This is an optimization exercise on Yosys and OpenROAD, whose aim is small area, not a production implementation. Only simulation tests tie the RTL to the original design; equivalence was not proved. Power and IR drop assume default switching activity.

Design isp_tile_packer, start of the top module:
module isp_tile_packer #(
  parameter int IMGW_WIDTH     = 11,
  parameter int IMGH_WIDTH     = 11,
  parameter int PIX_WIDTH      = 24,
  parameter int LANES          = 32,
  parameter int ISP_DATA_WIDTH = 768,
  parameter int ISP_ADDR_WIDTH = 10
) (
  input  logic                      clk,
  input  logic                      rst_n,
  input  logic [IMGW_WIDTH-1:0]     img_width_i,
  input  logic [IMGH_WIDTH-1:0]     img_height_i,
  input  logic                      top_start_i,
  input  logic                      pix_vld_i,
  output logic                      pix_rdy_o,
  input  logic [PIX_WIDTH-1:0]      pix_dat_i,
  input  logic                      pix_sof_i,
  input  logic                      pix_eol_i,
  input  logic                      isp_rdy_i,
  output logic                      isp_resp_o,
  output logic                      isp_wen_o,
  output logic [ISP_ADDR_WIDTH-1:0] isp_waddr_o,
  output logic [ISP_DATA_WIDTH-1:0] isp_wdata_o,
  output logic                      isp_done_o,
  output logic                      busy_o,
  output logic                      frame_done_o,
  output logic                      err_o
);
Size in the first run: about 2,800 cells after synthesis, about 810 flip-flops.
==> flow/config.mk <==
export PLATFORM = sky130hd
export DESIGN_NAME = isp_tile_packer
export DESIGN_NICKNAME = isp_tile_packer
export VERILOG_FILES = /design/flow/design.v
export SDC_FILE = /design/flow/constraint.sdc
export NUM_CORES = 4
export LEC_CHECK = 0
export CAP_MARGIN = 0
export CORE_MARGIN = 2
export CORE_UTILIZATION = 40
export SLEW_MARGIN = 0
==> flow/constraint.sdc <==
create_clock -name core_clock -period 6.0 [get_ports {clk}]
set_input_delay 1.2000 -clock core_clock [delete_from_list [all_inputs] [get_ports {clk}]]
set_output_delay 1.2000 -clock core_clock [all_outputs]
set_load 0.01 [all_outputs]
standard.sh (not shown) runs the stock make flow with config.mk's settings and CLKGATE_MAP_FILE= SYNTH_SCRIPT=/design/flow/synth_recipe.tcl, a recipe that flattens the netlist after the stock synthesis.
==> flow/flow/run.sh <==
#!/bin/bash
set -euo pipefail
cd "$(dirname "$0")/.."
bash standard.sh \
  "BUFFER_PORTS_ARGS=-buffer_cell sky130_fd_sc_hd__buf_1" \
  "CTS_ARGS=-sink_clustering_enable -repair_clock_nets -dont_use_dummy_load -buf_list sky130_fd_sc_hd__clkbuf_4 -sink_clustering_size 11 -sink_clustering_max_diameter 40" \
  finish > flow_standard.log 2>&1
Edit:
==> flow/flow/run.sh (replaced) <==
#!/bin/bash
set -euo pipefail
cd "$(dirname "$0")/.."
bash standard.sh \
  "BUFFER_PORTS_ARGS=-buffer_cell sky130_fd_sc_hd__buf_1" \
  "CTS_ARGS=-sink_clustering_enable -repair_clock_nets -dont_use_dummy_load -buf_list sky130_fd_sc_hd__clkbuf_4 -sink_clustering_size 10 -sink_clustering_max_diameter 80" \
  finish > flow_standard.log 2>&1
Worst hold slack gets worse by 0.014 ns; area after synthesis stays the same; non-clock buffer count is unchanged; cell count shrinks by 0.46%; final area goes down by 0.44%; core utilization drops by 0.21 points; via count drops by 0.98%; clock skew decreases by 0.060 ns; combinational power stays flat; sequential power stays flat.
Edit:
==> flow/flow/run.sh (replaced) <==
#!/bin/bash
set -euo pipefail
cd "$(dirname "$0")/.."
bash standard.sh \
  "BUFFER_PORTS_ARGS=-buffer_cell sky130_fd_sc_hd__buf_1" \
  "CTS_ARGS=-sink_clustering_enable -repair_clock_nets -dont_use_dummy_load -buf_list sky130_fd_sc_hd__clkbuf_4 -sink_clustering_size 10 -sink_clustering_max_diameter 40" \
  finish > flow_standard.log 2>&1
After rerunning:
- global-route usage hardly moves
- clock power grows by a few percent
- utilization grows by 0.22 points
- final area grows slightly
- via count is about the same

---

## delta
isp_tile_packer, a different RTL version from the one above (not shown whole).
Size in the first run: ~2800 cells after synthesis, roughly 810 flip-flops, ~840 I/O pins.
export LEC_CHECK = 0
export CAP_MARGIN = 20
export CORE_MARGIN = 2
export CORE_UTILIZATION = 40
export PLACE_DENSITY = 0.85
export SLEW_MARGIN = 20
create_clock -name core_clock -period 6.0 [get_ports {clk}]
==> flow/flow/run.sh <==
#!/bin/bash
set -euo pipefail
cd "$(dirname "$0")/.."
bash standard.sh \
  "BUFFER_PORTS_ARGS=-buffer_cell sky130_fd_sc_hd__buf_1" \
  "CTS_ARGS=-sink_clustering_enable -repair_clock_nets -dont_use_dummy_load -buf_list sky130_fd_sc_hd__clkbuf_4 -sink_clustering_size 8 -sink_clustering_max_diameter 40" \
  finish > flow_standard.log 2>&1
--- input diff delta..maple ---
- PLACE_DENSITY: 0.85 -> unset
==> flow/flow/run.sh <==
#!/bin/bash
set -euo pipefail
cd "$(dirname "$0")/.."
bash standard.sh \
  "BUFFER_PORTS_ARGS=-buffer_cell sky130_fd_sc_hd__buf_1" \
  "CTS_ARGS=-sink_clustering_enable -repair_clock_nets -dont_use_dummy_load -buf_list {sky130_fd_sc_hd__clkbuf_2 sky130_fd_sc_hd__clkbuf_4} -sink_clustering_size 8 -sink_clustering_max_diameter 30" \
  finish > flow_standard.log 2>&1
- maple has completed all stages; timing, DRC and antenna checks passed.
- Cell leakage power ends up lower on delta.
- In the flow results for maple and delta, the share of total power in combinational logic is smaller on maple.
- ~same fraction of cell area in non-clock buffers in maple and delta
- delta has lower met1 routing resource usage after global routing than maple.
- maple reports a higher signed area change from the synthesized netlist to the final layout than delta does.
- delta → maple: top achievable clock speed saw an increase, wire length went up 6300 µm, final critical path time including I/O delays and setup saw a decrease, max-slew violation count roughly the same.
- Peak supply drop, maple vs delta: down by more than 10%
- Relative to delta, maple degrades placed wire-length estimate.
The inputs of onyx differ from those of maple as listed below.
==> flow/flow/run.sh <==
#!/bin/bash
set -euo pipefail
cd "$(dirname "$0")/.."
bash standard.sh \
  "BUFFER_PORTS_ARGS=-buffer_cell sky130_fd_sc_hd__buf_1" \
  "CTS_ARGS=-sink_clustering_enable -repair_clock_nets -dont_use_dummy_load -buf_list sky130_fd_sc_hd__clkbuf_4 -sink_clustering_size 10 -sink_clustering_max_diameter 40" \
  finish > flow_standard.log 2>&1
### Flow results
- Min slack of the critical path across maple and onyx: maple
- Going from maple to onyx, number of standard cells in the layout, taps in and fillers out now smaller, number of antenna cells inserted now smaller.
- Taking maple as the reference, in onyx power per unit of standard cell area went down by about 2.2%; final instance area decreased by 1.1% relative to the old numbers; switching component of the power went down; overall power consumption shrank by about 3.3%; total global routing track utilization dropped 0.29 points.
- Minimum clock period down 0.11 ns in onyx wrt maple
- For onyx, the kind of path behind the tightest hold check was input port to asynchronous set/reset pin, unlike maple, where it was input port to flop.
- Taking maple as the reference, in onyx power share of the combinational group now larger; wire length now smaller.

[afterwards: timing with drivers on the ports]
Ports are ideal in the flow. The routed layouts listed here were re-timed in OpenROAD. Step 1: set_driving_cell puts a clkbuf_16 on clk and a buf_2 on each other input, an assumption about the parent block. Step 2 moves the port delays by t, midway between the first and last clock arrival at a register: inputs arrive t later, outputs are due t later. That takes back most of the time a late clock gives input paths. Slacks: no drivers / after step 1 / after step 2; pairs: no drivers / after step 1.
run	shift t [ns]	slack for setup (ns)	worst data-port slew with drivers (ns)
the first run of note 1	0.891	2.624 / 2.563 / 2.170	0.10
the second run of note 1	0.897	2.605 / 2.544 / 2.177	0.11
the third run of note 1	0.883	2.635 / 2.574 / 2.191	0.11
delta	0.879	2.360 / 2.299 / 2.296	0.18
maple	0.972	2.373 / 2.310 / 2.540	0.15
onyx	0.894	2.480 / 2.415 / 2.506	0.14
After both steps setup and hold are still met in every run listed. The setup slack of the first run of note 1, which loses most, moves by -0.061 ns with the drivers and by -0.454 ns with both steps.
